From an optimization exercise on the open Yosys and OpenROAD flow, aimed at small area; shortcuts taken in it are not production practice. RTL that was checked went through simulation tests only; none was proved equivalent to the original. For run 2, only the layout was checked, not whether the RTL still works. No activity file was given, so power comes from the tool's default toggle rates.

--- design.v ---
package caseu_pkg;
  localparam int unsigned DataW = 32;
  localparam int unsigned NumRegs = 16;
  localparam int unsigned RegAddrW = 4;
  localparam logic [RegAddrW-1:0] REG_LR = 4'd14;
  localparam logic [RegAddrW-1:0] REG_PC = 4'd15;
  typedef enum logic [1:0] {
    FUNC_DP  = 2'd0,
    FUNC_MUL = 2'd1,
    FUNC_BR  = 2'd2,
    FUNC_LDR = 2'd3
  } func_e;
  typedef enum logic [3:0] {
    OP_AND = 4'd0,
    OP_EOR = 4'd1,
    OP_SUB = 4'd2,
    OP_RSB = 4'd3,
    OP_ADD = 4'd4,
    OP_TST = 4'd8,
    OP_TEQ = 4'd9,
    OP_CMP = 4'd10,
    OP_ORR = 4'd12,
    OP_MOV = 4'd13
  } opcode_e;
  typedef enum logic [1:0] {
    SH_LSL = 2'd0,
    SH_LSR = 2'd1,
    SH_ASR = 2'd2,
    SH_ROR = 2'd3
  } shift_e;
  typedef enum logic [3:0] {
    COND_EQ = 4'd0,
    COND_NE = 4'd1,
    COND_CS = 4'd2,
    COND_CC = 4'd3,
    COND_MI = 4'd4,
    COND_PL = 4'd5,
    COND_VS = 4'd6,
    COND_VC = 4'd7,
    COND_HI = 4'd8,
    COND_LS = 4'd9,
    COND_GE = 4'd10,
    COND_LT = 4'd11,
    COND_GT = 4'd12,
    COND_LE = 4'd13,
    COND_AL = 4'd14,
    COND_NV = 4'd15
  } cond_e;
  typedef struct packed {
    logic [1:0]          func;
    logic [3:0]          cond;
    logic [3:0]          opcode;
    logic                imm_operand;
    logic                set_flags;
    logic [RegAddrW-1:0] reg_n;
    logic [RegAddrW-1:0] reg_d;
    logic [11:0]         operand2;
    logic                accumulate_or_link;
    logic [23:0]         branch_offset;
    logic [DataW-1:0]    load_value;
  } req_t;
  typedef struct packed {
    logic                executed;
    logic                wrote_register;
    logic [RegAddrW-1:0] dest_reg;
    logic [DataW-1:0]    result;
    logic                flag_n;
    logic                flag_z;
    logic                flag_c;
    logic                flag_v;
    logic                flush;
  } rsp_t;
  typedef struct packed {
    logic                en;
    logic [RegAddrW-1:0] addr;
    logic [DataW-1:0]    data;
    logic                link_en;
    logic [DataW-1:0]    link_data;
  } wr_t;
  function automatic logic cond_pass(input logic [3:0] c, input logic [3:0] f);
    logic n;
    logic z;
    logic cf;
    logic v;
    logic pass;
    n  = f[3];
    z  = f[2];
    cf = f[1];
    v  = f[0];
    case (c)
      4'd0: pass = z;
      4'd1: pass = !z;
      4'd2: pass = cf;
      4'd3: pass = !cf;
      4'd4: pass = n;
      4'd5: pass = !n;
      4'd6: pass = v;
      4'd7: pass = !v;
      4'd8: pass = cf && !z;
      4'd9: pass = !cf || z;
      4'd10: pass = (n == v);
      4'd11: pass = (n != v);
      4'd12: pass = !z && (n == v);
      4'd13: pass = z || (n != v);
      4'd14: pass = 1'b1;
      default: pass = 1'b0;
    endcase
    cond_pass = pass;
  endfunction
endpackage
module cond_alu_shift_mult_branch_execute_unit (
  input  logic        clk_i,
  input  logic        rst_ni,
  input  logic        exe_valid_i,
  output logic        exe_ready_o,
  input  logic [1:0]  exe_func_i,
  input  logic [3:0]  exe_cond_i,
  input  logic [3:0]  exe_opcode_i,
  input  logic        exe_imm_operand_i,
  input  logic        exe_set_flags_i,
  input  logic [3:0]  exe_reg_n_i,
  input  logic [3:0]  exe_reg_d_i,
  input  logic [11:0] exe_operand2_i,
  input  logic        exe_accumulate_or_link_i,
  input  logic [23:0] exe_branch_offset_i,
  input  logic [31:0] exe_load_value_i,
  output logic        res_valid_o,
  input  logic        res_ready_i,
  output logic        res_executed_o,
  output logic        res_wrote_register_o,
  output logic [3:0]  res_dest_reg_o,
  output logic [31:0] res_result_o,
  output logic        res_flag_n_o,
  output logic        res_flag_z_o,
  output logic        res_flag_c_o,
  output logic        res_flag_v_o,
  output logic        res_flush_o
);
  localparam logic [1:0] PH_IDLE = 2'd0;
  localparam logic [1:0] PH_PRE  = 2'd1;
  localparam logic [1:0] PH_ALU  = 2'd2;
  logic [4:0]  c_q;
  logic [1:0]  ph_q;
  logic        clr_q;
  logic        rv_q;
  logic [3:0]  fl_q;       
  logic        last;
  logic        in_pre;
  logic        in_alu;
  assign last   = (c_q == 5'd31);
  assign in_pre = (ph_q == PH_PRE);
  assign in_alu = (ph_q == PH_ALU);
  logic [3:0]  op;
  logic [11:0] o2;
  logic        is_dp, is_mul, is_br, is_ld;
  logic        dp_ok, dp_wr, logic_op, pass, exec, wr_main, need_pre;
  logic [3:0]  target;
  assign op     = exe_opcode_i;
  assign o2     = exe_operand2_i;
  assign is_dp  = (exe_func_i == 2'd0);
  assign is_mul = (exe_func_i == 2'd1);
  assign is_br  = (exe_func_i == 2'd2);
  assign is_ld  = (exe_func_i == 2'd3);
  always_comb begin
    dp_ok    = 1'b1;
    dp_wr    = 1'b1;
    logic_op = 1'b0;
    case (op)
      4'd0, 4'd1, 4'd12, 4'd13: logic_op = 1'b1;
      4'd2, 4'd3, 4'd4:         ;
      4'd8, 4'd9: begin
        logic_op = 1'b1;
        dp_wr    = 1'b0;
      end
      4'd10: dp_wr = 1'b0;
      default: begin
        dp_ok = 1'b0;
        dp_wr = 1'b0;
      end
    endcase
  end
  assign pass     = caseu_pkg::cond_pass(exe_cond_i, fl_q);
  assign exec     = pass && (!is_dp || dp_ok);
  assign wr_main  = exec && (!is_dp || dp_wr);
  assign need_pre = exec && (is_dp || is_mul || (is_br && exe_accumulate_or_link_i));
  assign target   = is_br ? 4'd15 : exe_reg_d_i;
  logic go;
  assign go          = exe_valid_i && (!rv_q || res_ready_i);
  assign exe_ready_o = in_alu && last;
  always_ff @(posedge clk_i or negedge rst_ni) begin
    if (!rst_ni) begin
      c_q   <= 5'd0;
      ph_q  <= PH_IDLE;
      clr_q <= 1'b1;
      rv_q  <= 1'b0;
    end else begin
      c_q <= c_q + 5'd1;
      if (last) begin
        clr_q <= 1'b0;
        case (ph_q)
          PH_IDLE: if (go) ph_q <= need_pre ? PH_PRE : PH_ALU;
          PH_PRE:  ph_q <= PH_ALU;
          default: ph_q <= PH_IDLE;
        endcase
      end
      if (exe_ready_o && exe_valid_i) rv_q <= 1'b1;
      else if (res_ready_i)           rv_q <= 1'b0;
    end
  end
  logic [15:0][31:0] rf_q;
  logic [15:0]       head;
  logic [15:0]       rin;
  logic [15:0]       we;
  logic              wd;
  logic [3:0]        ax;
  logic              xh, yh;
  always_comb begin
    for (int i = 0; i < 16; i++) head[i] = rf_q[i][0];
  end
  assign ax = is_br ? 4'd15 : (in_pre ? o2[3:0] : exe_reg_n_i);
  assign xh = head[ax];
  assign yh = head[o2[11:8]];
  always_comb begin
    for (int i = 0; i < 16; i++) rin[i] = !clr_q && (we[i] ? wd : head[i]);
  end
  always_ff @(posedge clk_i) begin
    for (int i = 0; i < 16; i++) rf_q[i] <= {rin[i], rf_q[i][31:1]};
  end
  logic [7:0]  kreg_q;
  logic        sign_q;
  logic [7:0]  k8;
  logic [1:0]  ty;
  logic [4:0]  k5;
  logic        kz, big, eq32;
  logic [4:0]  tap;
  logic [31:0] p_q;
  logic        rot;
  logic        lo_ok;    
  logic        hi_ok;    
  logic        bsh;
  always_ff @(posedge clk_i) begin
    if (in_pre && c_q[4:3] == 2'd0) kreg_q <= {yh, kreg_q[7:1]};
    if (in_pre && last)             sign_q <= xh;
  end
  always_comb begin
    if (exe_imm_operand_i) begin
      k8 = {3'd0, o2[11:8], 1'b0};
      ty = 2'd3;
    end else begin
      k8 = o2[4] ? kreg_q : {3'd0, o2[11:7]};
      ty = o2[6:5];
    end
  end
  assign k5    = k8[4:0];
  assign kz    = (k8 == 8'd0);
  assign big   = (k8[7:5] != 3'd0);
  assign eq32  = (k8 == 8'd32);
  assign tap   = (ty == 2'd0) ? (5'd0 - k5) : k5;
  assign rot   = p_q[tap];
  assign lo_ok = (c_q >= k5);
  assign hi_ok = (c_q <= ~k5);
  always_comb begin
    case (ty)
      2'd0:    bsh = rot & lo_ok & !big;
      2'd1:    bsh = rot & hi_ok & !big;
      2'd2:    bsh = (hi_ok && !big) ? rot : sign_q;
      default: bsh = rot;
    endcase
  end
  logic [31:0] r_q;
  logic        r_we;
  logic [4:0]  r_idx;
  logic        r_din;
  logic        rbit;
  assign r_we  = in_alu || (in_pre && is_mul);
  assign r_idx = in_alu ? ~c_q : c_q;
  assign r_din = in_alu ? (exec && rbit) : xh;
  always_ff @(posedge clk_i) begin
    for (int s = 0; s < 32; s++) begin
      if (r_we && r_idx == s) r_q[s] <= r_din;
    end
  end
  logic        bm;
  logic [31:0] ab;
  logic [32:0] psum;
  logic        ptop;
  logic        immser;
  assign bm     = in_alu && is_mul && yh;
  assign ab     = r_q & {32{bm}};
  assign psum   = {1'b0, p_q} + {1'b0, ab};
  assign immser = (c_q[4:3] == 2'd0) && o2[c_q[2:0]];
  always_comb begin
    ptop = 1'b0;
    if (in_pre && is_dp)  ptop = exe_imm_operand_i ? immser : xh;
    if (in_alu && is_dp)  ptop = psum[0];
    if (in_alu && is_mul) ptop = psum[32];
  end
  always_ff @(posedge clk_i) begin
    p_q <= {ptop, psum[31:1]};
  end
  logic [31:0] offx;
  logic        a, b, inva, invb, cin, x, y, s, co;
  logic        cy_q, zf_q;
  logic        arith;
  assign offx = {{6{exe_branch_offset_i[23]}}, exe_branch_offset_i, 2'b00};
  always_comb begin
    a = xh;
    b = bsh;
    if (in_pre) begin
      b = (c_q[4:1] != 4'd0);                        
    end else begin
      case (exe_func_i)
        2'd1: begin
          a = exe_accumulate_or_link_i && xh;
          b = psum[0];
        end
        2'd2:    b = offx[c_q];
        2'd3:    b = exe_load_value_i[c_q];
        default: b = bsh;
      endcase
    end
  end
  assign arith = !(is_dp && logic_op) || in_pre;
  assign inva  = is_dp && (op == 4'd3) && !in_pre;
  assign invb  = is_dp && (op == 4'd2 || op == 4'd10) && !in_pre;
  assign cin   = (c_q == 5'd0) ? (inva || invb) : cy_q;
  assign x     = a ^ inva;
  assign y     = b ^ invb;
  assign s     = x ^ y ^ cin;
  assign co    = (x && y) || (x && cin) || (y && cin);
  always_comb begin
    rbit = s;
    if (is_ld) rbit = b;
    else if (is_dp) begin
      case (op)
        4'd0, 4'd8: rbit = a & b;
        4'd1, 4'd9: rbit = a ^ b;
        4'd12:      rbit = a | b;
        4'd13:      rbit = b;
        default:    rbit = s;
      endcase
    end
  end
  logic shc0, shc;
  assign shc0 = kz ? fl_q[1] : ((!big || eq32) && rot);
  always_comb begin
    if (kz || ty == 2'd0)           shc = cy_q;
    else if (ty == 2'd2 && big)     shc = sign_q;
    else if (ty == 2'd1 && big && !eq32) shc = 1'b0;
    else                            shc = rot;
  end
  always_ff @(posedge clk_i) begin
    if (arith)              cy_q <= co;
    else if (c_q == 5'd0)   cy_q <= shc0;
    zf_q <= ((c_q == 5'd0) || zf_q) && !rbit;
  end
  always_comb begin
    we = '0;
    wd = in_pre ? s : rbit;
    if (in_alu && wr_main) we[target] = 1'b1;
    if (in_pre && is_br)   we[14]     = 1'b1;
  end
  logic       accept;
  logic       ex_q, wr_q;
  logic [3:0] dst_q;
  assign accept = exe_ready_o && exe_valid_i;
  always_ff @(posedge clk_i or negedge rst_ni) begin
    if (!rst_ni) begin
      fl_q <= 4'd0;
    end else if (accept && exec && exe_set_flags_i && !is_br && !is_ld) begin
      fl_q[3] <= rbit;
      fl_q[2] <= zf_q && !rbit;
      if (is_dp) fl_q[1] <= logic_op ? shc : co;
    end
  end
  always_ff @(posedge clk_i) begin
    if (accept) begin
      ex_q  <= exec;
      wr_q  <= wr_main;
      dst_q <= wr_main ? target : 4'd0;
    end
  end
  assign res_valid_o          = rv_q;
  assign res_executed_o       = ex_q;
  assign res_wrote_register_o = wr_q;
  assign res_dest_reg_o       = dst_q;
  assign res_flag_n_o         = fl_q[3];
  assign res_flag_z_o         = fl_q[2];
  assign res_flag_c_o         = fl_q[1];
  assign res_flag_v_o         = fl_q[0];
  assign res_flush_o          = wr_q && (dst_q == 4'd15);
  always_comb begin
    for (int i = 0; i < 32; i++) res_result_o[i] = r_q[31 - i];
  end
endmodule
--- run.sh ---
#!/bin/bash
# synth_recipe.tcl (not shown) runs the flow's synth.tcl, then flattens the netlist and writes it again
# the make line also repeats each setting of config.mk as NAME=value (left out here)
make -C /OpenROAD-flow-scripts/flow DESIGN_CONFIG=/design/flow/config.mk WORK_HOME=/design/flow/orfs CLKGATE_MAP_FILE= SYNTH_SCRIPT=/design/flow/synth_recipe.tcl finish
--- config.mk ---
export PLATFORM = sky130hd
export DESIGN_NAME = cond_alu_shift_mult_branch_execute_unit
export DESIGN_NICKNAME = cond_alu_shift_mult_branch_execute_unit
export VERILOG_FILES = /design/flow/design.v
export SDC_FILE = /design/flow/constraint.sdc
export NUM_CORES = 4
export LEC_CHECK = 0
export CAP_MARGIN = 20
export CORE_MARGIN = 2
export CORE_UTILIZATION = 35
export SLEW_MARGIN = 20
--- constraint.sdc ---
create_clock -name core_clock -period 20.0 [get_ports {clk_i}]
set_input_delay 4.0000 -clock core_clock [delete_from_list [all_inputs] [get_ports {clk_i}]]
set_output_delay 4.0000 -clock core_clock [all_outputs]
set_load 0.01 [all_outputs]
==> results of run 1 <==
==> metrics by stage <==
step / setup slack (ns) / power, µW / cells / hold slack, ns
3_5_place_dp: 9.315 / 1339 / 2198 / 0.3121
2_1_floorplan: 10.59 / 1303 / 1407 / 0.3096
4_1_cts: 9.960 / 2410 / 2299 / 0.3188
3_3_place_gp: 9.512 / 1338 / 2197 / 0.3102
6_report: 10.18 / 2384 / 2302 / 0.3123
5_1_grt: 9.792 / 2467 / 2300 / 0.3229
==> worst max-delay path by stage <==
stage,startpoint,to,slack (ns),cells past startpoint
2_1_floorplan,exe_operand2_i[8],r_q[0],10.59,18
4_1_cts,exe_imm_operand_i,r_q[23],9.96,17
6_report,exe_imm_operand_i,r_q[20],10.18,17
3_5_place_dp,exe_imm_operand_i,r_q[0],9.32,17
5_1_grt,exe_imm_operand_i,r_q[21],9.79,17
3_3_place_gp,exe_imm_operand_i,r_q[0],9.51,17
==> metal layers <==
layer | vias up | share of wire (%) | track usage (%)
li1 | 5216 | - | -
met1 | 5130 | 46 | 19.36
met2 | 224 | 47 | 24.13
met3 | 63 | 4.7 | 3.070
met4 | 6 | 2.6 | 5.168
met5 | - | 0.094 | 0
==> placed cells by master, fill, tap and decap left out, types with 23 or more instances in the layout <==
master and instances:
a21oi_1 45, and2_1 40, clkbuf_16 56, clkdlybuf4s50_1 136
dfxtp_1 545, edfxtp_1 48, ha_1 52, inv_1 31
mux2i_1 28, nand2_1 84, nand3_1 34, nor2_1 95
nor3_1 29, o211ai_1 23, o21ai_0 34, xnor2_1 30
==> registers in the layout (all words and copies together) (netlist names) <==
signal	cells
rf_q	512
p_q	32
r_q	32
kreg_q	8
c_q	5
dst_q	4
fl_q	3
ph_q	2
clr_q	1
cy_q	1
ex_q	1
rv_q	1
sign_q	1
wr_q	1
zf_q	1
==> layout make-up <==
class	instances	area [µm²]	area share [%]
Antenna cell	3	7.507	0.03372
Tap cell	680	850.8	3.822
Clock buffer	74	1579	7.093
Timing Repair Buffer	148	1449	6.508
Multi-Input combinational cell	732	5265	23.65
Clock inverter	27	334.1	1.501
Inverter	33	123.9	0.5564
Sequential cell	605	12650	56.84
==> critical path: stages <==
cell and delay (ns):
clkdlybuf4s50_1 0.72, nor2_1 0.72, inv_1 0.43, ha_1 0.46
nor2_2 0.10, or2_1 0.36, a2111oi_0 0.56, a2111oi_2 0.08
a22oi_2 0.29, nand3_1 0.15, o21ai_2 0.26, xnor2_1 0.13
fa_1 0.53, inv_1 0.05, o32a_1 0.37, nor3b_2 0.20
o21ai_4 0.66
==> logic make-up after synthesis <==
kind of cell | share of synthesized area (%)
flops | 69.44
buf+inv | 1.724
other cells | 0.02058
mux | 4.587
simple gates | 10.71
compound gates | 7.705
xor+xnor | 2.026
fa+ha+maj | 3.790
==> power by group through the flow <==
stage / logic (µW) / registers, µW / clock network (µW)
after floorplan: 52.0 / 1250 / 0
after global placement: 86.6 / 1250 / 0
after detailed placement: 87.6 / 1250 / 0
after CTS: 87.9 / 1220 / 1100
after global routing: 95.7 / 1220 / 1150
final: 88.4 / 1220 / 1070
==> results.tsv, run 1 <==
stage	metric	value	unit
clocking	CTS tree	built	
place	input/output buffers	136	
clocking	post-CTS sizing	0	
worst_setup_path	R2R depth	17	
floorplanning	core box area	51410	µm²
cells_and_area	Area growth, synth to finish	22.18	%
place	RePlAce Congestion	0.8672	
worst_setup_path	Crit Path Max Fanout	32	
route	DR WL/cell	17.08	µm
synth	cell accounting for the most synthesized area	dfxtp_1	
worst_setup_path	Critical Path AT	10.10	ns
global_routing	GRT overflow	0	
min_path	Hold Path End	rf_q[249]	
worst_setup_path	RR Startpoint	kreg_q[0]	
worst_setup_path	type of origin of the critical path	input port	
cells_and_area	Nets	1721	
synth	Syn Inst Count	1407	
cells_and_area	fin util	43.31	%
route	post-route ant nets	0	
synth	Synth area leaders	dfxtp_1, edfxtp_1, ha_1	
sta	Setup Skew	0.03204	ns
clocking	# hold bufs at CTS	0	
power	Comb power frac	3.7	%
global_routing	first-pass GRT wire length	60930	µm
power	internal power	1887	µW
cells_and_area	Final Cell Area	22260	µm²
power	power per standard cell area	107.1	nW/µm²
power	Flop pwr share	51.4	%
synth	EDFF count, synth	48	
clocking	number of buffers created by CTS	54	
route	Vias/cell	4.622	
route	initial drt markers	598	
status	status	timing/DRC/antenna clean	
synth	number of synthesized register bits	605	
global_routing	largest net degree at the start of global routing	33	
worst_setup_path	Reg2Reg Setup Slack	14.01	ns
sta	period utilisation layout	49.08	%
floorplanning	I/O pins	138	
place	Final HPWL DP	27850	µm
sta	final hold vios	0	
synth	top post-synthesis cells by count	dfxtp_1, nor2_1, nand2_1	
power	maximum vdd ir drop	70.44	µV
synth	Mapped Nets	1554	
global_routing	initial antenna violation count	4	
global_routing	GRT Util Overall	14.77	%
clocking	Clock Sinks	605	
floorplanning	row count	83	
sta	Slew Limit Fails	0	
floorplanning	Starting Density	35.45	%
sta	RSZ-0062 raised after global routing	false	
cells_and_area	layout cells sized above 1	9.636	%
worst_setup_path	Setup crit end kind	register	
min_path	Worst Hold Class	register to register	
clocking	H-tree levels	2	
job	Max Cap Viol	0	
power	Leak	0.008817	µW
power	Switching Share	20.82	%
cells_and_area	filler instances	4728	
sta	Worst Tran Pin Value	1.079	ns
worst_setup_path	Worst EP required	20.28	ns
synth	Synth Flop Type	dfxtp_1	
place	DP Area	20330	µm²
route	Pre-antenna DRT Iters	5	
synth	syn_area_per_cell	12.95	µm²
power	sw power	496.4	µW
synth	Cell variety after synth	90	
clocking	Root Driver	clkbuf_16	
synth	post-synthesis sequential area ratio	69.44	%
sta	min Tclk post-route	9.816	ns
floorplanning	Die ar.	53900	µm²
global_routing	via count of the first global-routing pass	10510	
route	DRC	0	
sta	Final setup viols	0	
route	routed vias	10640	
sta	Final TNS setup	0	ns
min_path	HP Start	rf_q[250]	
synth	post-synthesis async set-or-reset flop share	1.983	%
synth	count leader, synth	dfxtp_1	
floorplanning	die extent in x	232.2	µm
route	total wire length	39310	µm
power	clock network fraction of total power	44.9	%
worst_setup_path	WS Path Type	input port to register	
synth	Yosys top cell area share	59.88	%
synth	mapped cell area	18220	µm²
floorplanning	die height	232.2	µm
clocking	clk latency of the worst-skew pair	0.61	ns
sta	normalized max-slew margin	27.78	%
clocking	clock buffer depth	3	
clocking	Worst-path clk slew	0.06	ns
min_path	hold path depth	0	
clocking	Post-CTS Repair Setup Buffers	0	
worst_setup_path	RR Endpoint	r_q[20]	
sta	fmax	101.9	MHz
synth	synth warn	1	
==> inputs of run 2 (changes only) <==
--- a/design.v
+++ b/design.v
@@ -282,3 +282,4 @@
   end
-  logic        bm;
+  logic        bm, lm, om, im;
+  logic [31:0] offx;
   logic [31:0] ab;
@@ -286,10 +287,13 @@
   logic        ptop;
-  logic        immser;
+  assign offx   = {{6{exe_branch_offset_i[23]}}, exe_branch_offset_i, 2'b00};
   assign bm     = in_alu && is_mul && yh;
-  assign ab     = r_q & {32{bm}};
+  assign lm     = in_alu && is_ld && (c_q == 5'd0);
+  assign om     = in_alu && is_br && (c_q == 5'd0);
+  assign im     = in_pre && is_dp && exe_imm_operand_i && (c_q == 5'd0);
+  assign ab     = (r_q & {32{bm}}) | (exe_load_value_i & {32{lm}}) | (offx & {32{om}})
+                | ({24'd0, o2[7:0]} & {32{im}});
   assign psum   = {1'b0, p_q} + {1'b0, ab};
-  assign immser = (c_q[4:3] == 2'd0) && o2[c_q[2:0]];
   always_comb begin
     ptop = 1'b0;
-    if (in_pre && is_dp)  ptop = exe_imm_operand_i ? immser : xh;
+    if (in_pre && is_dp)  ptop = exe_imm_operand_i ? psum[0] : xh;
     if (in_alu && is_dp)  ptop = psum[0];
@@ -300,3 +304,2 @@
   end
-  logic [31:0] offx;
   logic        a, b, inva, invb, cin, x, y, s, co;
@@ -304,3 +307,2 @@
   logic        arith;
-  assign offx = {{6{exe_branch_offset_i[23]}}, exe_branch_offset_i, 2'b00};
   always_comb begin
@@ -316,5 +318,4 @@
         end
-        2'd2:    b = offx[c_q];
-        2'd3:    b = exe_load_value_i[c_q];
-        default: b = bsh;
+        2'd2, 2'd3: b = psum[0];
+        default:    b = bsh;
       endcase
--- a/config.mk
+++ b/config.mk
@@ -10,2 +10,3 @@
 export CORE_UTILIZATION = 35
+export CTS_BUF_LIST = sky130_fd_sc_hd__clkbuf_4
 export SLEW_MARGIN = 20
==> run 2 against run 1 <==
Against the previous run: die area down 3.0%; sequential power up 7%; sequential cell count unchanged; hold slack worse by 0.021 ns; routed wire length down 5.7%; critical endpoint is now r_q[29].
==> results.tsv, run 2 <==
stage	metric	value	unit	change
power	Switching Share	23.76	%	was 20.82%
sta	RSZ-0062 raised after global routing	false		unchanged
clocking	Clock Sinks	605		unchanged
floorplanning	row count	82		was 83
status	status	timing/DRC/antenna clean		unchanged
power	power per standard cell area	118.4	nW/µm²	was 107.1 nW/µm²
sta	period utilisation layout	47.66	%	was 49.08%
synth	top post-synthesis cells by count	dfxtp_1, nor2_1, nand2_1		unchanged
sta	Setup Skew	0.04715	ns	was 0.03204 ns
route	post-route ant nets	0		unchanged
worst_setup_path	Setup crit end kind	register		unchanged
sta	Final TNS setup	0	ns	unchanged
global_routing	via count of the first global-routing pass	10960		was 10510
global_routing	GRT Util Overall	14.39	%	was 14.77%
clocking	clock buffer depth	3		unchanged
sta	fmax	104.9	MHz	was 101.9 MHz
place	RePlAce Congestion	0.8592		was 0.8672
power	clock network fraction of total power	39.8	%	was 44.9%
sta	Worst Tran Pin Value	1.071	ns	was 1.079 ns
worst_setup_path	Critical Path AT	10.01	ns	was 10.10 ns
clocking	clk latency of the worst-skew pair	0.80	ns	was 0.61 ns
global_routing	first-pass GRT wire length	58480	µm	was 60930 µm
cells_and_area	filler instances	4671		was 4728
min_path	Worst Hold Class	register to register		unchanged
clocking	Root Driver	clkbuf_4		was clkbuf_16
synth	syn_area_per_cell	12.99	µm²	was 12.95 µm²
sta	final hold vios	0		unchanged
synth	Syn Inst Count	1360		was 1407
route	routed vias	10900		was 10640
floorplanning	die extent in x	228.6	µm	was 232.2 µm
route	DRC	0		unchanged
floorplanning	Starting Density	35.35	%	was 35.45%
clocking	H-tree levels	4		was 2
floorplanning	core box area	49970	µm²	was 51410 µm²
route	Vias/cell	4.569		was 4.622
global_routing	largest net degree at the start of global routing	33		unchanged
power	Comb power frac	9.1	%	was 3.7%
sta	Final setup viols	0		unchanged
clocking	Post-CTS Repair Setup Buffers	0		unchanged
cells_and_area	fin util	43.42	%	was 43.31%
clocking	# hold bufs at CTS	0		unchanged
synth	fraction of the mapped netlist area in adder cells	3.910	%	was 3.790%
synth	synth warn	1		unchanged
route	initial drt markers	579		was 598
synth	Yosys top cell area share	61.77	%	was 59.88%
cells_and_area	Area growth, synth to finish	22.84	%	was 22.18%
global_routing	initial antenna violation count	2		was 4
worst_setup_path	CP max stage cell	clkdlybuf4s50_1		unchanged
synth	simple-gate share of the synthesized area	9.011	%	was 10.71%
power	Leak	0.008833	µW	was 0.008817 µW
floorplanning	die height	228.6	µm	was 232.2 µm
worst_setup_path	type of origin of the critical path	input port		unchanged
global_routing	GRT overflow	0		unchanged
synth	cell accounting for the most synthesized area	dfxtp_1		unchanged
place	input/output buffers	136		unchanged
synth	Mapped Nets	1507		was 1554
synth	count leader, synth	dfxtp_1		unchanged
synth	Compound-Gate Fraction of Synth Area	9.146	%	was 7.704%
synth	XOR/XNOR Fraction of Synth Area	1.778	%	was 2.026%
route	Pre-antenna DRT Iters	5		unchanged
job	Max Cap Viol	0		unchanged
synth	post-synthesis sequential area ratio	71.64	%	was 69.44%
worst_setup_path	WS Path Type	input port to register		unchanged
synth	post-synthesis async set-or-reset flop share	1.983	%	unchanged
synth	mapped cell area	17660	µm²	was 18220 µm²
power	sw power	610.3	µW	was 496.4 µW
power	Flop pwr share	51.1	%	was 51.4%
synth	Synth Flop Type	dfxtp_1		unchanged
worst_setup_path	Slowest Stage Delay on Critical Path	0.68	ns	was 0.72 ns
power	maximum vdd ir drop	62.55	µV	was 70.44 µV
worst_setup_path	Worst EP required	20.48	ns	was 20.28 ns
clocking	number of buffers created by CTS	141		was 54
worst_setup_path	Crit Path Max Fanout	32		unchanged
cells_and_area	layout cells sized above 1	15.51	%	was 9.636%
synth	EDFF count, synth	48		unchanged
synth	number of synthesized register bits	605		unchanged
sta	min Tclk post-route	9.532	ns	was 9.816 ns
power	internal power	1958	µW	was 1887 µW
route	total wire length	37080	µm	was 39310 µm
cells_and_area	most common cell after layout, fill and taps aside	dfxtp_1		unchanged
floorplanning	Die ar.	52280	µm²	was 53900 µm²
clocking	post-CTS sizing	0		unchanged
clocking	Worst-path clk slew	0.07	ns	was 0.06 ns
cells_and_area	most flop-heavy register	rf_q		unchanged
clocking	CTS tree	built		unchanged
sta	normalized max-slew margin	28.37	%	was 27.78%
cells_and_area	max reg flops	512		unchanged
sta	Slew Limit Fails	0		unchanged
cells_and_area	most frequent cells in the layout	dfxtp_1, clkbuf_4, clkdlybuf4s50_1, nor2_1, nand2_1		was dfxtp_1, clkdlybuf4s50_1, nor2_1, nand2_1, clkbuf_16
synth	mux cell area share after synthesis	2.905	%	was 4.587%
cells_and_area	top flop regs	rf_q (512), p_q (32), r_q (32)		unchanged
route	DR WL/cell	15.55	µm	was 17.08 µm
floorplanning	I/O pins	138		unchanged
cells_and_area	Nets	1757		was 1721
synth	largest family of logic cells by synthesized area	compound AO/OA/AOI/OAI gates		was simple AND/OR/NAND/NOR gates
place	Final HPWL DP	25940	µm	was 27850 µm
synth	Synth area leaders	dfxtp_1, edfxtp_1, ha_1		unchanged
synth	Cell variety after synth	75		was 90
worst_setup_path	CP cell instances	clkdlybuf4s50_1, mux2i_1, nor2_1, inv_1, ha_1, nor2_2, or2_1, mux4_2, mux2_2, o32ai_1, nor4_1, o31a_1, inv_1, xnor2_1, fa_1, nor3b_1, nor2_1, o211a_4, o21ai_4		was clkdlybuf4s50_1, nor2_1, inv_1, ha_1, nor2_2, or2_1, a2111oi_0, a2111oi_2, a22oi_2, nand3_1, o21ai_2, xnor2_1, fa_1, inv_1, o32a_1, nor3b_2, o21ai_4
[run 2: cell families (layout without fill, tap and decap cells)]
group / count (synthesis) / count (layout)
AO/OA/AOI/OAI: 224 / 224
buffers and inverters: 63 / 412
adder cells (fa/ha/maj): 54 / 54
multiplexers: 41 / 41
AND/OR/NAND/NOR: 337 / 337
flip-flops: 605 / 605
other: 1 / 5
XOR/XNOR: 35 / 35
[run 2: power groups by stage]
stage,registers (µW),logic [µW],clock network (µW)
finish,1310,234,1020
global route,1320,261,1130
CTS,1310,233,1060
detailed placement,1340,232,0
global placement,1340,226,0
floorplan,1320,173,0
[run 2: layout make-up]
type | instances | area (µm²) | area share, %
inverters | 28 | 105.1 | 0.4844
diodes | 4 | 10.01 | 0.04614
repair buffers | 142 | 1406 | 6.482
flip-flops and latches | 605 | 12650 | 58.32
well taps | 672 | 840.8 | 3.875
clock buffers | 210 | 1577 | 7.266
clock inverters | 32 | 349.1 | 1.609
multi-input cells | 692 | 4755 | 21.91
[run 2: final timing paths]
kind | start | endpoint | slack, ns | cells past startpoint
setup / recovery | exe_operand2_i[4] | r_q[29] | 10.47 | 19
hold / removal | rf_q[45] | rf_q[44] | 0.29 | 0
setup reg to reg | kreg_q[0] | r_q[29] | 14.10 | 18
hold reg to reg | rf_q[45] | rf_q[44] | 0.29 | 0
max in group asynchronous | rst_ni | c_q[0] | 15.98 | 1
min in group asynchronous | rst_ni | rv_q | 3.59 | 1
[run 2: per-layer routing]
layer | wire length [µm] | global-route usage [%] | part of all wire, % | vias to the layer above
li1 | - | - | - | 5328
met1 | 17050 | 18.52 | 46 | 5158
met2 | 16570 | 21.97 | 45 | 343
met3 | 2446 | 4.790 | 6.6 | 68
met4 | 1005 | 6.454 | 2.7 | 0
met5 | 0 | 0 | 0 | -
[run 2: critical path: cells and delay by family]
family	cells	cell delay [ns]
AOI/OAI and AO/OA	4	1.40
xor gates and xnor gates	1	0.09
adders and majority gates	2	0.89
buffers and inverters	3	1.01
muxes	3	0.98
and+or+nand+nor	6	1.59
[run 2: per-stage QoR]
stage,hold slack (ns),instance area [µm²],power (µW),std cells,setup WS [ns]
after floorplan,0.3096,17660,1494,1360,10.37
after global placement,0.3098,19750,1569,2139,9.528
after detailed placement,0.3121,19750,1572,2139,9.340
after CTS,0.2819,21680,2609,2381,10.21
after global routing,0.2844,21690,2709,2383,10.14
final,0.2909,21700,2569,2385,10.47
==> inputs of run 3 (changes only) <==
--- a/design.v
+++ b/design.v
@@ -294,3 +294,9 @@
                 | ({24'd0, o2[7:0]} & {32{im}});
-  assign psum   = {1'b0, p_q} + {1'b0, ab};
+  logic [32:0] pc;
+  assign pc[0] = 1'b0;
+  for (genvar k = 0; k < 32; k++) begin : g_padd
+    assign psum[k]  = p_q[k] ^ ab[k] ^ pc[k];
+    assign pc[k+1]  = (p_q[k] & ab[k]) | (pc[k] & (p_q[k] ^ ab[k]));
+  end
+  assign psum[32] = pc[32];
   always_comb begin
==> flow/run.sh (new file) <==
#!/bin/bash
# Standard ORFS layout; the ports get buf_1 buffers and CTS inserts no dummy loads.
set -euo pipefail
bash standard.sh \
  'BUFFER_PORTS_ARGS=-buffer_cell sky130_fd_sc_hd__buf_1' \
  'CTS_ARGS=-sink_clustering_enable -repair_clock_nets -dont_use_dummy_load -buf_list {sky130_fd_sc_hd__clkbuf_8 sky130_fd_sc_hd__clkbuf_16} -sink_clustering_size 24 -sink_clustering_max_diameter 80' \
  finish > flow_make.log 2>&1
==> standard.sh (new file) <==
#!/bin/bash
# synth_recipe.tcl (not shown) runs the flow's synth.tcl, then flattens the netlist and writes it again
# the make line also repeats each setting of config.mk as NAME=value (left out here)
make -C /OpenROAD-flow-scripts/flow DESIGN_CONFIG=/design/flow/config.mk WORK_HOME=/design/flow/orfs CLKGATE_MAP_FILE= SYNTH_SCRIPT=/design/flow/synth_recipe.tcl "${@:-finish}"
--- a/config.mk
+++ b/config.mk
@@ -10,3 +10,2 @@
 export CORE_UTILIZATION = 35
-export CTS_BUF_LIST = sky130_fd_sc_hd__clkbuf_4
 export SLEW_MARGIN = 20
removed: run.sh
==> run 3 against run 2 <==
Against the previous run: die area fell by 4.5%; clock power shrank 41%; utilization is 3.8 points lower; critical path type unchanged; critical endpoint is now p_q[30]; largest power group unchanged.
==> results.tsv, run 3 <==
stage	metric	value	unit	change
clocking	Root Driver	clkbuf_16		was clkbuf_4
worst_setup_path	RR Startpoint	c_q[3]		was kreg_q[0]
job	Max Cap Viol	0		unchanged
worst_setup_path	Setup crit end kind	register		unchanged
synth	mux cell area share after synthesis	3.109	%	was 2.905%
cells_and_area	max reg flops	512		unchanged
cells_and_area	Nets	1491		was 1757
worst_setup_path	Crit Path Max Fanout	17		was 32
synth	Yosys top cell area share	64.71	%	was 61.77%
synth	Synth area leaders	dfxtp_1, edfxtp_1, fa_1		was dfxtp_1, edfxtp_1, ha_1
min_path	HP Start	rf_q[459]		was rf_q[45]
min_path	Hold Path End	rf_q[458]		was rf_q[44]
sta	period utilisation layout	87.38	%	was 47.66%
clocking	CTS tree	built		unchanged
synth	Synth Flop Type	dfxtp_1		unchanged
floorplanning	die extent in x	223.5	µm	was 228.6 µm
cells_and_area	most frequent cells in the layout	dfxtp_1, buf_1, inv_1, nor2_1, edfxtp_1		was dfxtp_1, clkbuf_4, clkdlybuf4s50_1, nor2_1, nand2_1
place	pre-CTS setup slack	1.953	ns	was 9.340 ns
clocking	# hold bufs at CTS	0		unchanged
synth	post-synthesis async set-or-reset flop share	1.983	%	unchanged
sta	Final setup viols	0		unchanged
worst_setup_path	Critical Path AT	17.98	ns	was 10.01 ns
status	status	timing/DRC/antenna clean		unchanged
worst_setup_path	WS Path Type	input port to register		unchanged
synth	fraction of the mapped netlist area in adder cells	5.432	%	was 3.910%
route	DR WL/cell	16.32	µm	was 15.55 µm
synth	EDFF count, synth	48		unchanged
cells_and_area	filler instances	4491		was 4671
floorplanning	Starting Density	35.39	%	was 35.35%
place	RePlAce Congestion	0.8692		was 0.8592
global_routing	initial antenna violation count	6		was 2
synth	post-synthesis sequential area ratio	75.05	%	was 71.64%
worst_setup_path	CP max stage cell	buf_1		was clkdlybuf4s50_1
clocking	Post-CTS Repair Setup Buffers	0		unchanged
worst_setup_path	most used cell, CP	fa_1		
power	internal power	1549	µW	was 1958 µW
place	Final HPWL DP	22960	µm	was 25940 µm
cells_and_area	top flop regs	rf_q (512), p_q (32), r_q (32)		unchanged
route	routed vias	8999		was 10900
sta	RSZ-0062 raised after global routing	false		unchanged
synth	Mapped Nets	1345		was 1507
power	Flop pwr share	64.4	%	was 51.1%
sta	Final TNS setup	0	ns	unchanged
floorplanning	Die ar.	49940	µm²	was 52280 µm²
power	power per standard cell area	103.7	nW/µm²	was 118.4 nW/µm²
clocking	clk latency of the worst-skew pair	0.62	ns	was 0.80 ns
cells_and_area	layout cells sized above 1	5.142	%	was 15.51%
power	maximum vdd ir drop	69.00	µV	was 62.55 µV
synth	Cell variety after synth	70		was 75
global_routing	GRT overflow	0		unchanged
synth	Compound-Gate Fraction of Synth Area	6.531	%	was 9.146%
clocking	clock buffer depth	3		unchanged
cells_and_area	most flop-heavy register	rf_q		unchanged
route	total wire length	31990	µm	was 37080 µm
floorplanning	core box area	47650	µm²	was 49970 µm²
global_routing	via count of the first global-routing pass	8587		was 10960
sta	normalized max-slew margin	29.68	%	was 28.37%
synth	largest family of logic cells by synthesized area	compound AO/OA/AOI/OAI gates		unchanged
power	clock network fraction of total power	30.9	%	was 39.8%
worst_setup_path	Worst EP required	20.51	ns	was 20.48 ns
power	Comb power frac	4.6	%	was 9.1%
worst_setup_path	type of origin of the critical path	input port		unchanged
sta	Final WS setup	2.524	ns	was 10.47 ns
synth	synth warn	1		unchanged
synth	XOR/XNOR Fraction of Synth Area	0.6679	%	was 1.778%
clocking	Clock Sinks	605		unchanged
synth	cell accounting for the most synthesized area	dfxtp_1		unchanged
synth	Syn Inst Count	1198		was 1360
synth	simple-gate share of the synthesized area	6.479	%	was 9.011%
floorplanning	die height	223.5	µm	was 228.6 µm
sta	min Tclk post-route	17.48	ns	was 9.532 ns
floorplanning	I/O pins	138		unchanged
clocking	H-tree levels	1		was 4
clocking	post-CTS sizing	0		unchanged
cells_and_area	most common cell after layout, fill and taps aside	dfxtp_1		unchanged
sta	Worst Tran Pin Value	1.055	ns	was 1.071 ns
floorplanning	row count	80		was 82
sta	Setup Skew	0.09177	ns	was 0.04715 ns
synth	syn_area_per_cell	14.07	µm²	was 12.99 µm²
power	Switching Share	20.83	%	was 23.76%
power	sw power	407.7	µW	was 610.3 µW
synth	count leader, synth	dfxtp_1		unchanged
worst_setup_path	Slowest Stage Delay on Critical Path	0.58	ns	was 0.68 ns
global_routing	GRT Util Overall	12.67	%	was 14.39%
worst_setup_path	RR Endpoint	p_q[30]		was r_q[29]
route	post-route ant nets	0		unchanged
power	Leak	0.007213	µW	was 0.008833 µW
min_path	Worst Hold Class	register to register		unchanged
global_routing	first-pass GRT wire length	49060	µm	was 58480 µm
synth	number of synthesized register bits	605		unchanged
route	DRC	0		unchanged
route	initial drt markers	697		was 579
clocking	number of buffers created by CTS	30		was 141
sta	final hold vios	0		unchanged
worst_setup_path	R2R depth	41		was 18
cells_and_area	Area growth, synth to finish	11.89	%	was 22.84%
synth	mapped cell area	16860	µm²	was 17660 µm²
min_path	hold path depth	0		unchanged
clocking	Worst-path clk slew	0.10	ns	was 0.07 ns
route	Pre-antenna DRT Iters	5		unchanged
sta	fmax	57.22	MHz	was 104.9 MHz
global_routing	largest net degree at the start of global routing	33		unchanged
place	input/output buffers	136		unchanged
route	Vias/cell	4.591		was 4.569
worst_setup_path	Reg2Reg Setup Slack	5.28	ns	was 14.10 ns
synth	top post-synthesis cells by count	dfxtp_1, inv_1, nor2_1		was dfxtp_1, nor2_1, nand2_1
sta	Slew Limit Fails	0		unchanged
[run 3: changes by cell type after synthesis, moves of 11 or more]
cell,before,now
a311oi_1,12,1
a222oi_1,0,20
xnor2_1,24,7
inv_1,28,87
ha_1,52,22
nand2_1,97,47
a221o_1,14,2
a21oi_1,52,16
a22oi_1,26,1
fa_1,2,32
nor2_1,103,75
[run 3: final cells by class]
class	count	area, µm²	area share [%]
inverters	88	330.3	1.751
flip-flops and latches	605	12650	67.08
repair buffers	144	574.3	3.044
well taps	615	769.5	4.079
multi-input cells	475	3779	20.03
clock buffers	30	750.7	3.980
diodes	3	7.507	0.03980
[run 3: kinds of logic after synthesis]
| kind of cell | count (synthesis) |
|---|---|
| mux | 38 |
| compound gates | 144 |
| other cells | 1 |
| xor+xnor | 12 |
| flops | 605 |
| simple gates | 226 |
| fa+ha+maj | 54 |
| buf+inv | 118 |
[run 3: stage by stage]
step / instances / utilization (%) / power, µW / instance area [µm²] / hold WS (ns)
6_report: 1960 / 39.59 / 1957 / 18860 / 0.2322
5_1_grt: 1960 / 39.59 / 2036 / 18860 / 0.2468
4_1_cts: 1957 / 39.57 / 1980 / 18850 / 0.2296
3_5_place_dp: 1927 / 37.99 / 1379 / 18100 / 0.3121
3_3_place_gp: 1926 / 37.97 / 1378 / 18090 / 0.3100
2_1_floorplan: 1198 / - / 1344 / 16860 / 0.3096
[run 3: metal layers]
metal | track usage, % | up-vias | part of all wire, %
li1 | - | 4304 | -
met1 | 18.94 | 4376 | 49
met2 | 18.40 | 269 | 41
met3 | 2.990 | 46 | 7.3
met4 | 3.140 | 4 | 2.0
met5 | 0 | - | 0.11
[run 3: how the worst max path moves through the flow]
stage,start,end,slack [ns],cells past startpoint
after floorplan,exe_operand2_i[8],p_q[30],2.60,44
after global placement,exe_imm_operand_i,p_q[30],2.15,42
after detailed placement,exe_imm_operand_i,p_q[30],1.95,42
after CTS,exe_imm_operand_i,p_q[30],2.60,42
after global routing,exe_imm_operand_i,p_q[30],2.00,42
final,exe_imm_operand_i,p_q[30],2.52,42
[run 3: critical path, delay by kind of cell]
| family | cells | cell delay [ns] |
|---|---|---|
| AO/OA/AOI/OAI | 1 | 0.08 |
| AND/OR/NAND/NOR | 2 | 0.50 |
| adder cells (fa/ha/maj) | 32 | 12.01 |
| buffers and inverters | 7 | 1.41 |
[run 3: power groups by stage]
stage                     sequential (µW)  combinational, µW  clock (µW)
after detailed placement             1290               89.8           0
after global placement               1290               88.6           0
after CTS                            1260               91.1         628
after global routing                 1260                101         671
final                                1260               90.8         605
after floorplan                      1280               58.5           0
==> inputs of run 4 (changes only) <==
==> flow/run.sh (replaced) <==
#!/bin/bash
# Standard ORFS layout; the ports get buf_1 buffers and CTS inserts no dummy loads.
set -euo pipefail
bash standard.sh \
  'BUFFER_PORTS_ARGS=-buffer_cell sky130_fd_sc_hd__buf_1' \
  'CTS_ARGS=-sink_clustering_enable -repair_clock_nets -dont_use_dummy_load -buf_list sky130_fd_sc_hd__clkbuf_16' \
  finish > flow_make.log 2>&1
==> run 4 against run 3 <==
Against the previous run: still clean; first-iteration DRC count fell by 0.72%; clock power rose by about 40%; sequential cell count did not move; combinational power barely moved; synthesized cell count did not move; synthesized area did not move; non-clock buffer count did not move; sequential power barely moved; utilization rose by 1.3 points; sequential share of layout area fell by 2.1 points; design area rose by 3.2%; critical endpoint unchanged; largest power group unchanged.
==> results.tsv, run 4 <==
stage	metric	value	unit	change
worst_setup_path	type of origin of the critical path	input port		unchanged
route	post-route ant nets	0		unchanged
floorplanning	Die ar.	49940	µm²	unchanged
worst_setup_path	Slowest Stage Delay on Critical Path	0.58	ns	about the same
sta	Setup Skew	0.09434	ns	was 0.09177 ns
synth	fraction of the mapped netlist area in adder cells	5.432	%	unchanged
floorplanning	die height	223.5	µm	unchanged
synth	synth warn	1		unchanged
worst_setup_path	Setup crit end kind	register		unchanged
sta	min Tclk post-route	17.56	ns	was 17.48 ns
sta	Final setup viols	0		unchanged
global_routing	largest net degree at the start of global routing	33		unchanged
synth	mux cell area share after synthesis	3.109	%	unchanged
sta	RSZ-0062 raised after global routing	false		unchanged
place	input/output buffers	136		unchanged
route	DR WL/cell	16.39	µm	was 16.32 µm
global_routing	GR met2 Demand/Resource	18.70	%	was 18.40%
worst_setup_path	WS Path Type	input port to register		unchanged
clocking	CTS tree	built		unchanged
status	status	timing/DRC/antenna clean		unchanged
floorplanning	Starting Density	35.39	%	unchanged
synth	top post-synthesis cells by count	dfxtp_1, inv_1, nor2_1		unchanged
cells_and_area	layout cells sized above 1	6.808	%	was 5.142%
power	power per standard cell area	113.2	nW/µm²	was 103.7 nW/µm²
place	Final HPWL DP	22960	µm	unchanged
clocking	Clock Sinks	605		unchanged
clocking	# hold bufs at CTS	0		unchanged
worst_setup_path	Critical Path AT	17.99	ns	was 17.98 ns
sta	Final TNS setup	0	ns	unchanged
synth	cell accounting for the most synthesized area	dfxtp_1		unchanged
route	routed vias	9190		was 8999
route	initial drt markers	692		was 697
route	total wire length	32510	µm	was 31990 µm
sta	period utilisation layout	87.79	%	was 87.38%
worst_setup_path	most used cell, CP	fa_1		unchanged
synth	Mapped Nets	1345		unchanged
sta	Hold Slack	0.2349	ns	was 0.2322 ns
route	Vias/cell	4.632		was 4.591
sta	Slew Limit Fails	0		unchanged
floorplanning	core box area	47650	µm²	unchanged
synth	EDFF count, synth	48		unchanged
floorplanning	die extent in x	223.5	µm	unchanged
sta	final hold vios	0		unchanged
cells_and_area	top flop regs	rf_q (512), p_q (32), r_q (32)		unchanged
clocking	clock buffer depth	3		unchanged
synth	count leader, synth	dfxtp_1		unchanged
clocking	number of buffers created by CTS	54		was 30
clocking	H-tree levels	2		was 1
global_routing	via count of the first global-routing pass	8854		was 8587
job	Max Cap Viol	0		unchanged
place	RePlAce Congestion	0.8692		unchanged
floorplanning	I/O pins	138		unchanged
power	Leak	0.007509	µW	was 0.007213 µW
synth	post-synthesis async set-or-reset flop share	1.983	%	unchanged
clocking	Root Driver	clkbuf_16		unchanged
cells_and_area	max reg flops	512		unchanged
synth	Cell variety after synth	70		unchanged
global_routing	first-pass GRT wire length	50040	µm	was 49060 µm
cells_and_area	filler instances	4432		was 4491
floorplanning	row count	80		unchanged
synth	Synth Flop Type	dfxtp_1		unchanged
route	DRC	0		unchanged
synth	XOR/XNOR Fraction of Synth Area	0.6679	%	unchanged
synth	syn_area_per_cell	14.07	µm²	unchanged
route	Pre-antenna DRT Iters	7		was 5
sta	fmax	56.95	MHz	was 57.22 MHz
worst_setup_path	CP max stage cell	buf_1		unchanged
global_routing	Top Usage Layer GRT	met1		unchanged
global_routing	met1 GRT Util	18.86	%	was 18.94%
synth	number of synthesized register bits	605		unchanged
synth	mapped cell area	16860	µm²	unchanged
global_routing	global routing usage on met3	3.503	%	was 2.990%
global_routing	GRT Util Overall	12.99	%	was 12.67%
clocking	Worst-path clk slew	0.06	ns	was 0.10 ns
synth	Yosys top cell area share	64.71	%	unchanged
clocking	Post-CTS Repair Setup Buffers	0		unchanged
cells_and_area	most flop-heavy register	rf_q		unchanged
clocking	post-CTS sizing	0		unchanged
min_path	Worst Hold Class	register to register		unchanged
global_routing	GRT overflow	0		unchanged
worst_setup_path	R2R depth	41		unchanged
sta	Worst Tran Pin Value	1.093	ns	was 1.055 ns
synth	largest family of logic cells by synthesized area	compound AO/OA/AOI/OAI gates		unchanged
power	maximum vdd ir drop	63.52	µV	was 69.00 µV
worst_setup_path	Worst EP required	20.43	ns	was 20.51 ns
cells_and_area	Nets	1515		was 1491
synth	Syn Inst Count	1198		unchanged
global_routing	initial antenna violation count	6		unchanged
min_path	hold path depth	0		unchanged
cells_and_area	most frequent cells in the layout	dfxtp_1, buf_1, inv_1, nor2_1, clkbuf_16		was dfxtp_1, buf_1, inv_1, nor2_1, edfxtp_1
cells_and_area	Area growth, synth to finish	15.45	%	was 11.89%
synth	Synth area leaders	dfxtp_1, edfxtp_1, fa_1		unchanged
sta	normalized max-slew margin	27.12	%	was 29.68%
clocking	clk latency of the worst-skew pair	0.59	ns	was 0.62 ns
cells_and_area	most common cell after layout, fill and taps aside	dfxtp_1		unchanged
synth	post-synthesis sequential area ratio	75.05	%	unchanged
synth	Compound-Gate Fraction of Synth Area	6.531	%	unchanged
worst_setup_path	Crit Path Max Fanout	17		unchanged
synth	simple-gate share of the synthesized area	6.479	%	unchanged
==> run 4: final timing paths <==
| kind | slack (ns) | end | from |
|---|---|---|---|
| hold / removal | 0.23 | rf_q[35] | rf_q[36] |
| min in group asynchronous | 3.55 | fl_q[1] | rst_ni |
| max in group asynchronous | 15.83 | fl_q[2] | rst_ni |
| hold reg to reg | 0.23 | rf_q[35] | rf_q[36] |
| setup reg to reg | 5.27 | p_q[30] | c_q[3] |
| setup / recovery | 2.44 | p_q[30] | exe_imm_operand_i |
==> run 4: cells by family (layout without fill, tap and decap cells) <==
logic type	Yosys count	count (layout)
AOI/OAI and AO/OA	144	144
xor gates and xnor gates	12	12
adders and majority gates	54	54
buffers and inverters	118	286
DFF	605	605
muxes	38	38
other	1	4
and+or+nand+nor	226	226
==> run 4: layout make-up <==
class / instances / area (µm²) / area share (%)
diodes: 3 / 7.507 / 0.03857
clock buffers: 54 / 1351 / 6.942
inverters: 88 / 330.3 / 1.697
multi-input cells: 475 / 3779 / 19.41
flip-flops and latches: 605 / 12650 / 65.01
well taps: 615 / 769.5 / 3.953
repair buffers: 144 / 574.3 / 2.950
==> run 4: stage by stage <==
step	setup slack (ns)	instance area [µm²]	std cells	util [%]	power, µW
after global placement	2.146	18090	1926	37.97	1378
after global routing	1.919	19460	1984	40.85	2290
final	2.442	19460	1984	40.85	2203
after floorplan	2.603	16860	1198	-	1344
after CTS	2.517	19450	1981	40.83	2231
after detailed placement	1.953	18100	1927	37.99	1379
==> run 4: power by group <==
| part | leakage (µW) | switching, µW | total, µW | internal, µW |
|---|---|---|---|---|
| logic | 0.00185 | 58.7 | 91.1 | 32.3 |
| registers | 0.00499 | 9.64 | 1260 | 1250 |
| clock network | 0.000665 | 379 | 850 | 471 |
==> run 4: critical path, delay by kind of cell <==
kind                     cells  cell delay [ns]
AO/OA/AOI/OAI                1             0.08
adder cells (fa/ha/maj)     32            12.03
buffers and inverters        7             1.43
AND/OR/NAND/NOR              2             0.48
==> run 4: per-layer routing <==
metal	share of wire [%]	wire, µm
met5	0.10	34
met4	2.2	705
met1	49	15900
met2	42	13520
met3	7.2	2351
==> inputs of run 5 (changes only) <==
==> flow/run.sh (replaced) <==
#!/bin/bash
# Standard ORFS layout; the ports get buf_1 buffers and CTS inserts no dummy loads.
set -euo pipefail
bash standard.sh \
  'BUFFER_PORTS_ARGS=-buffer_cell sky130_fd_sc_hd__buf_1' \
  'CTS_ARGS=-sink_clustering_enable -repair_clock_nets -dont_use_dummy_load -buf_list {sky130_fd_sc_hd__clkbuf_4 sky130_fd_sc_hd__clkbuf_8} -sink_clustering_size 12 -sink_clustering_max_diameter 40' \
  finish > flow_make.log 2>&1
--- a/config.mk
+++ b/config.mk
@@ -9,3 +9,3 @@
 export CORE_MARGIN = 2
-export CORE_UTILIZATION = 35
+export CORE_UTILIZATION = 70
 export SLEW_MARGIN = 20
==> run 5 against run 4 <==
Against the previous run: still clean on timing, DRC and antenna; critical path depth unchanged; sequential power about the same; utilization is 38 points higher; first-iteration DRC count rose by 7.1%; design area shrank 4.7%; die area decreased by 49%; cell count shrank 15%; sequential cell count stayed put; routed wire length down 2.6%; maximum frequency down 1.2%; combinational power decreased by 1%.
==> results.tsv, run 5 <==
stage	metric	value	unit	change
status	status	timing/DRC/antenna clean		unchanged
synth	Mapped Nets	1345		unchanged
worst_setup_path	type of origin of the critical path	input port		unchanged
route	post-route ant nets	0		unchanged
min_path	Worst Hold Class	register to register		unchanged
power	Leak	0.007264	µW	was 0.007509 µW
synth	number of synthesized register bits	605		unchanged
power	maximum vdd ir drop	93.28	µV	was 63.52 µV
route	DR WL/cell	18.75	µm	was 16.39 µm
power	internal power	1550	µW	was 1757 µW
sta	Setup Skew	0.07625	ns	was 0.09434 ns
synth	Cell variety after synth	70		unchanged
synth	synth warn	1		unchanged
floorplanning	Die ar.	25340	µm²	was 49940 µm²
floorplanning	I/O pins	138		unchanged
floorplanning	Starting Density	71.61	%	was 35.39%
clocking	H-tree levels	2		unchanged
clocking	# hold bufs at CTS	0		unchanged
cells_and_area	Nets	1519		was 1515
synth	Yosys top cell area share	64.71	%	unchanged
sta	Worst Tran Pin Value	1.018	ns	was 1.093 ns
global_routing	GRT Util Overall	25.17	%	was 12.99%
global_routing	first-pass GRT wire length	49950	µm	was 50040 µm
worst_setup_path	CP Launch Point	exe_imm_operand_i		unchanged
synth	cell accounting for the most synthesized area	dfxtp_1		unchanged
global_routing	Top Usage Layer GRT	met2		was met1
cells_and_area	most common cell after layout, fill and taps aside	dfxtp_1		unchanged
place	# placed instances	1628		was 1927
cells_and_area	max reg flops	512		unchanged
floorplanning	die height	159.2	µm	was 223.5 µm
clocking	number of buffers created by CTS	60		was 54
synth	count leader, synth	dfxtp_1		unchanged
clocking	Clock Sinks	605		unchanged
sta	Final setup viols	0		unchanged
synth	syn_area_per_cell	14.07	µm²	unchanged
power	power per standard cell area	106.0	nW/µm²	was 113.2 nW/µm²
power	clock network fraction of total power	31.2	%	was 38.6%
cells_and_area	fin util	78.78	%	was 40.85%
clocking	clock buffer depth	3		unchanged
route	total wire length	31680	µm	was 32510 µm
clocking	post-CTS sizing	0		unchanged
clocking	Root Driver	clkbuf_8		was clkbuf_16
floorplanning	die extent in x	159.2	µm	was 223.5 µm
place	Final HPWL DP	21800	µm	was 22960 µm
worst_setup_path	CP max stage cell	buf_1		unchanged
sta	Final TNS setup	0	ns	unchanged
global_routing	global routing usage on met3	6.356	%	was 3.503%
clocking	Worst-path clk slew	0.07	ns	was 0.06 ns
floorplanning	row count	56		was 80
sta	final hold vios	0		unchanged
synth	post-synthesis sequential area ratio	75.05	%	unchanged
worst_setup_path	WS Path Type	input port to register		unchanged
global_routing	GRT overflow	0		unchanged
worst_setup_path	Crit Path Max Fanout	17		unchanged
clocking	CTS tree	built		unchanged
power	Switching Share	21.17	%	was 20.29%
cells_and_area	most flop-heavy register	rf_q		unchanged
power	total power	1966	µW	was 2203 µW
route	Vias/cell	5.497		was 4.632
cells_and_area	top flop regs	rf_q (512), p_q (32), r_q (32)		unchanged
cells_and_area	Area growth, synth to finish	10.00	%	was 15.45%
route	routed vias	9284		was 9190
synth	EDFF count, synth	48		unchanged
sta	fmax	56.28	MHz	was 56.95 MHz
worst_setup_path	most used cell, CP	fa_1		unchanged
synth	Syn Inst Count	1198		unchanged
sta	normalized max-slew margin	32.13	%	was 27.12%
global_routing	initial antenna violation count	0		was 6
place	input/output buffers	136		unchanged
worst_setup_path	RR Startpoint	c_q[3]		unchanged
sta	min Tclk post-route	17.77	ns	was 17.56 ns
global_routing	met1 GRT Util	33.34	%	was 18.86%
synth	post-synthesis async set-or-reset flop share	1.983	%	unchanged
place	RePlAce Congestion	0.9071		was 0.8692
synth	Synth area leaders	dfxtp_1, edfxtp_1, fa_1		unchanged
job	Max Cap Viol	0		unchanged
global_routing	GR met2 Demand/Resource	40.95	%	was 18.70%
sta	Slew Limit Fails	0		unchanged
worst_setup_path	Slowest Stage Delay on Critical Path	0.59	ns	was 0.58 ns
synth	mapped cell area	16860	µm²	unchanged
route	DRC	0		unchanged
power	sw power	416.0	µW	was 447.0 µW
worst_setup_path	Setup crit end kind	register		unchanged
clocking	Post-CTS Repair Setup Buffers	0		unchanged
synth	top post-synthesis cells by count	dfxtp_1, inv_1, nor2_1		unchanged
cells_and_area	ant diodes	0		was 3
global_routing	via count of the first global-routing pass	9483		was 8854
floorplanning	core box area	23540	µm²	was 47650 µm²
power	Comb power frac	4.6	%	was 4.1%
power	Flop pwr share	64.2	%	was 57.3%
cells_and_area	Final Non-Filler Cells	1689		was 1984
route	initial drt markers	741		was 692
min_path	HP Start	rf_q[386]		was rf_q[36]
global_routing	largest net degree at the start of global routing	33		unchanged
sta	Hold Slack	0.2891	ns	was 0.2349 ns
worst_setup_path	Worst EP required	20.42	ns	was 20.43 ns
cells_and_area	most frequent cells in the layout	dfxtp_1, buf_1, inv_1, nor2_1, clkbuf_8		was dfxtp_1, buf_1, inv_1, nor2_1, clkbuf_16
route	Pre-antenna DRT Iters	6		was 7
sta	period utilisation layout	88.83	%	was 87.79%
cells_and_area	filler instances	1425		was 4432
clocking	clk latency of the worst-skew pair	0.61	ns	was 0.59 ns
worst_setup_path	Critical Path AT	18.19	ns	was 17.99 ns
sta	RSZ-0062 raised after global routing	false		unchanged
synth	Synth Flop Type	dfxtp_1		unchanged
cells_and_area	layout cells sized above 1	7.080	%	was 6.808%
-- run 5: logic make-up (layout without fill, tap and decap cells) --
logic type	count (synthesis)	count (layout)	synth area share (%)
compound gates	144	144	6.531
xor+xnor	12	12	0.6679
fa+ha+maj	54	54	5.432
buf+inv	118	290	2.709
flops	605	605	75.05
mux	38	38	3.110
other cells	1	1	0.02224
simple gates	226	226	6.479
-- run 5: area by class of cell --
type	count	area, µm²	area share, %
flip-flops and latches	605	12650	68.23
multi-input cells	475	3779	20.37
clock buffers	60	825.8	4.453
repair buffers	142	559.3	3.016
well taps	319	399.1	2.152
inverters	88	330.3	1.781
-- run 5: worst paths after layout --
| check | end | slack (ns) | cells after the start |
|---|---|---|---|
| hold reg to reg | rf_q[385] | 0.29 | 0 |
| setup reg to reg | p_q[30] | 5.41 | 42 |
| hold / removal | rf_q[385] | 0.29 | 0 |
| setup / recovery | p_q[30] | 2.23 | 42 |
| min in group asynchronous | fl_q[2] | 3.47 | 1 |
| max in group asynchronous | c_q[4] | 16.02 | 1 |
-- run 5: layer usage --
layer	vias up	share of wire [%]	wire length, µm
met3	80	8.4	2657
met4	0	2.9	903
met5	-	0	0
met1	4415	42	13360
met2	434	47	14760
li1	4355	-	-
-- run 5: power groups by stage --
stage / logic, µW / clock network (µW) / registers, µW
after global placement: 83.8 / 0 / 1290
final: 90.0 / 614 / 1260
after CTS: 87.8 / 630 / 1260
after global routing: 99.3 / 672 / 1260
after floorplan: 58.5 / 0 / 1280
after detailed placement: 86.9 / 0 / 1290
-- run 5: through the flow --
stage | setup WS (ns) | area, µm²
4_1_cts | 2.321 | 18530
2_1_floorplan | 2.603 | 16860
3_3_place_gp | 2.121 | 17700
3_5_place_dp | 1.806 | 17700
6_report | 2.233 | 18550
5_1_grt | 1.729 | 18550
-- run 5: critical path: cells and delay by family --
kind                       cells  cell delay, ns
buffers and inverters          7            1.43
and+or+nand+nor                2            0.44
adders and majority gates     32           12.23
AOI/OAI and AO/OA              1            0.09
==> inputs of run 6 (changes only) <==
==> flow/run.sh (replaced) <==
#!/bin/bash
# Standard ORFS layout; the ports get buf_1 buffers and CTS inserts no dummy loads.
set -euo pipefail
bash standard.sh \
  'BUFFER_PORTS_ARGS=-buffer_cell sky130_fd_sc_hd__buf_1' \
  'CTS_ARGS=-sink_clustering_enable -repair_clock_nets -dont_use_dummy_load -buf_list sky130_fd_sc_hd__clkbuf_8 -sink_clustering_size 20 -sink_clustering_max_diameter 60' \
  finish > flow_make.log 2>&1
==> run 6 against run 5 <==
Against the previous run: still clean; utilization fell by 1.3 points; routed wire length fell by 2.4%; cell count fell by 1.3%; register-to-register slack got worse by 0.08 ns; non-clock buffer count did not move; design area fell by 1.6%; die area did not move; clock skew fell by 0.016 ns; highest routed layer unchanged.
==> results.tsv, run 6 <==
stage	metric	value	unit	change
place	Final HPWL DP	21800	µm	unchanged
sta	Slew Limit Fails	0		unchanged
worst_setup_path	type of origin of the critical path	input port		unchanged
clocking	Root Driver	clkbuf_8		unchanged
clocking	clk latency of the worst-skew pair	0.56	ns	was 0.61 ns
clocking	number of buffers created by CTS	38		was 60
worst_setup_path	WS Path Type	input port to register		unchanged
global_routing	GRT Util Overall	24.39	%	was 25.17%
cells_and_area	max reg flops	512		unchanged
clocking	CTS tree	built		unchanged
floorplanning	core box area	23540	µm²	unchanged
sta	Final TNS setup	0	ns	unchanged
global_routing	initial antenna violation count	0		unchanged
power	power per standard cell area	101.4	nW/µm²	was 106.0 nW/µm²
place	pre-CTS setup slack	1.806	ns	unchanged
power	Flop pwr share	68.2	%	was 64.2%
route	total length of routed met2 wires	14320	µm	was 14760 µm
synth	Yosys top cell area share	64.71	%	unchanged
route	initial drt markers	768		was 741
synth	Compound-Gate Fraction of Synth Area	6.531	%	unchanged
sta	Setup Skew	0.06041	ns	was 0.07625 ns
synth	number of synthesized register bits	605		unchanged
synth	mapped cell area	16860	µm²	unchanged
synth	syn_area_per_cell	14.07	µm²	unchanged
clocking	# hold bufs at CTS	0		unchanged
cells_and_area	fin util	77.49	%	was 78.78%
clocking	Post-CTS Repair Setup Buffers	0		unchanged
job	Max Cap Viol	0		unchanged
power	Switching Share	21.25	%	was 21.17%
sta	normalized max-slew margin	30.21	%	was 32.13%
min_path	Worst Hold Class	register to register		unchanged
worst_setup_path	Slowest Stage Delay on Critical Path	0.57	ns	was 0.59 ns
synth	Synth Flop Type	dfxtp_1		unchanged
route	Vias/cell	5.489		was 5.497
route	Post-Route M1 WL	13430	µm	was 13360 µm
synth	XOR/XNOR Fraction of Synth Area	0.6679	%	unchanged
global_routing	GRT overflow	0		unchanged
synth	post-synthesis sequential area ratio	75.05	%	unchanged
clocking	clock buffer depth	3		unchanged
synth	EDFF count, synth	48		unchanged
global_routing	via count of the first global-routing pass	9180		was 9483
min_path	hold path depth	0		unchanged
power	internal power	1457	µW	was 1550 µW
synth	Cell variety after synth	70		unchanged
floorplanning	die height	159.2	µm	unchanged
synth	largest family of logic cells by synthesized area	compound AO/OA/AOI/OAI gates		unchanged
cells_and_area	layout cells sized above 1	5.564	%	was 7.080%
synth	synth warn	1		unchanged
power	total power	1850	µW	was 1966 µW
route	total wire length	30920	µm	was 31680 µm
synth	post-synthesis async set-or-reset flop share	1.983	%	unchanged
synth	cell accounting for the most synthesized area	dfxtp_1		unchanged
cells_and_area	Area growth, synth to finish	8.208	%	was 10.00%
sta	fmax	56.31	MHz	was 56.28 MHz
cells_and_area	most frequent cells in the layout	dfxtp_1, buf_1, inv_1, nor2_1, edfxtp_1		was dfxtp_1, buf_1, inv_1, nor2_1, clkbuf_8
floorplanning	Die ar.	25340	µm²	unchanged
global_routing	largest net degree at the start of global routing	33		unchanged
worst_setup_path	most used cell, CP	fa_1		unchanged
cells_and_area	ant diodes	0		unchanged
clocking	Worst-path clk slew	0.11	ns	was 0.07 ns
route	Pre-antenna DRT Iters	8		was 6
route	post-route ant nets	0		unchanged
status	status	timing/DRC/antenna clean		unchanged
place	RePlAce Congestion	0.9071		unchanged
floorplanning	die extent in x	159.2	µm	unchanged
cells_and_area	top flop regs	rf_q (512), p_q (32), r_q (32)		unchanged
worst_setup_path	Crit Path Max Fanout	17		unchanged
synth	mux cell area share after synthesis	3.109	%	unchanged
worst_setup_path	Setup crit end kind	register		unchanged
sta	Hold Slack	0.2878	ns	was 0.2891 ns
synth	simple-gate share of the synthesized area	6.479	%	unchanged
## run 6: stage by stage
stage | area, µm² | std cells
global route | 18240 | 1667
global placement | 17700 | 1628
CTS | 18230 | 1666
detailed placement | 17700 | 1628
floorplan | 16860 | 1198
finish | 18240 | 1667
## run 6: power by group through the flow
stage	Clock (µW)	Combinational, µW	Sequential, µW
after floorplan	0	58.5	1280
after global placement	0	83.8	1290
after detailed placement	0	86.9	1290
after CTS	509	87.8	1260
after global routing	547	99.2	1260
final	498	89.9	1260
## run 6: cells by family (layout without fill, tap and decap cells)
| family | count (synthesis) | after routing |
|---|---|---|
| compound gates | 144 | 144 |
| other cells | 1 | 1 |
| xor+xnor | 12 | 12 |
| buf+inv | 118 | 268 |
| flops | 605 | 605 |
| mux | 38 | 38 |
| fa+ha+maj | 54 | 54 |
| simple gates | 226 | 226 |
## run 6: worst paths after layout
path                            end  slack [ns]              start
min reg2reg                rf_q[14]        0.29           rf_q[15]
max in group asynchronous    c_q[1]       15.99             rst_ni
min in group asynchronous      rv_q        3.48             rst_ni
max reg2reg                 p_q[30]        5.33             c_q[3]
min                        rf_q[14]        0.29           rf_q[15]
max                         p_q[30]        2.24  exe_imm_operand_i
## run 6: layer usage
| metal | track usage [%] | up-vias |
|---|---|---|
| li1 | - | 4300 |
| met1 | 33.50 | 4364 |
| met2 | 39.60 | 421 |
| met3 | 5.158 | 65 |
| met4 | 7.521 | 0 |
| met5 | 0 | - |
## run 6: worst max-delay path, delay by kind of cell
family                     cells  cell delay (ns)
adders and majority gates     32            12.24
buffers and inverters          7             1.41
AOI/OAI and AO/OA              1             0.09
and+or+nand+nor                2             0.43
## run 6: layout make-up
| type | count | area share [%] |
|---|---|---|
| timing repair buffer | 142 | 3.066 |
| sequential | 605 | 69.36 |
| clock buffer | 38 | 2.867 |
| tap | 319 | 2.188 |
| inverter | 88 | 1.811 |
| multi-input combinational | 475 | 20.71 |

## what the ideal ports hide
The flow's constraints put no driver on any port. The routed layouts listed below were extracted and timed again, unchanged, in two steps. Step 1, drivers: a clkbuf_16 drives clk_i and a buf_2 each remaining input, both assumed. Step 2, shift: input delay + t, output delay - t, t = (earliest + latest rising clock arrival at the registers) / 2. This alone moves slack from input paths to output paths. a / b / c = no drivers / after step 1 / after step 2; a / b = the first two.
run	shift t [ns]	slack for setup (ns)	hold WS [ns]	latest minus earliest clock arrival (ns)	cell pins on the clock port's net
run 1	0.647	10.185 / 10.190 / 9.543	0.312 / 0.312 / 0.312	0.034 / 0.035	1
run 2	0.838	10.468 / 10.464 / 9.627	0.291 / 0.291 / 0.291	0.059 / 0.059	1
run 3	0.619	2.524 / 2.513 / 1.893	0.232 / 0.232 / 0.232	0.092 / 0.093	1
run 4	0.596	2.442 / 2.432 / 1.836	0.235 / 0.235 / 0.235	0.095 / 0.094	1
run 5	0.617	2.233 / 2.216 / 1.600	0.289 / 0.289 / 0.289	0.077 / 0.077	1
run 6	0.577	2.240 / 2.222 / 1.645	0.288 / 0.288 / 0.288	0.061 / 0.061	1
After both steps every run listed still meets setup and hold. The setup slack of run 2, which loses most, moves by -0.004 ns with the drivers and by -0.841 ns with both steps.
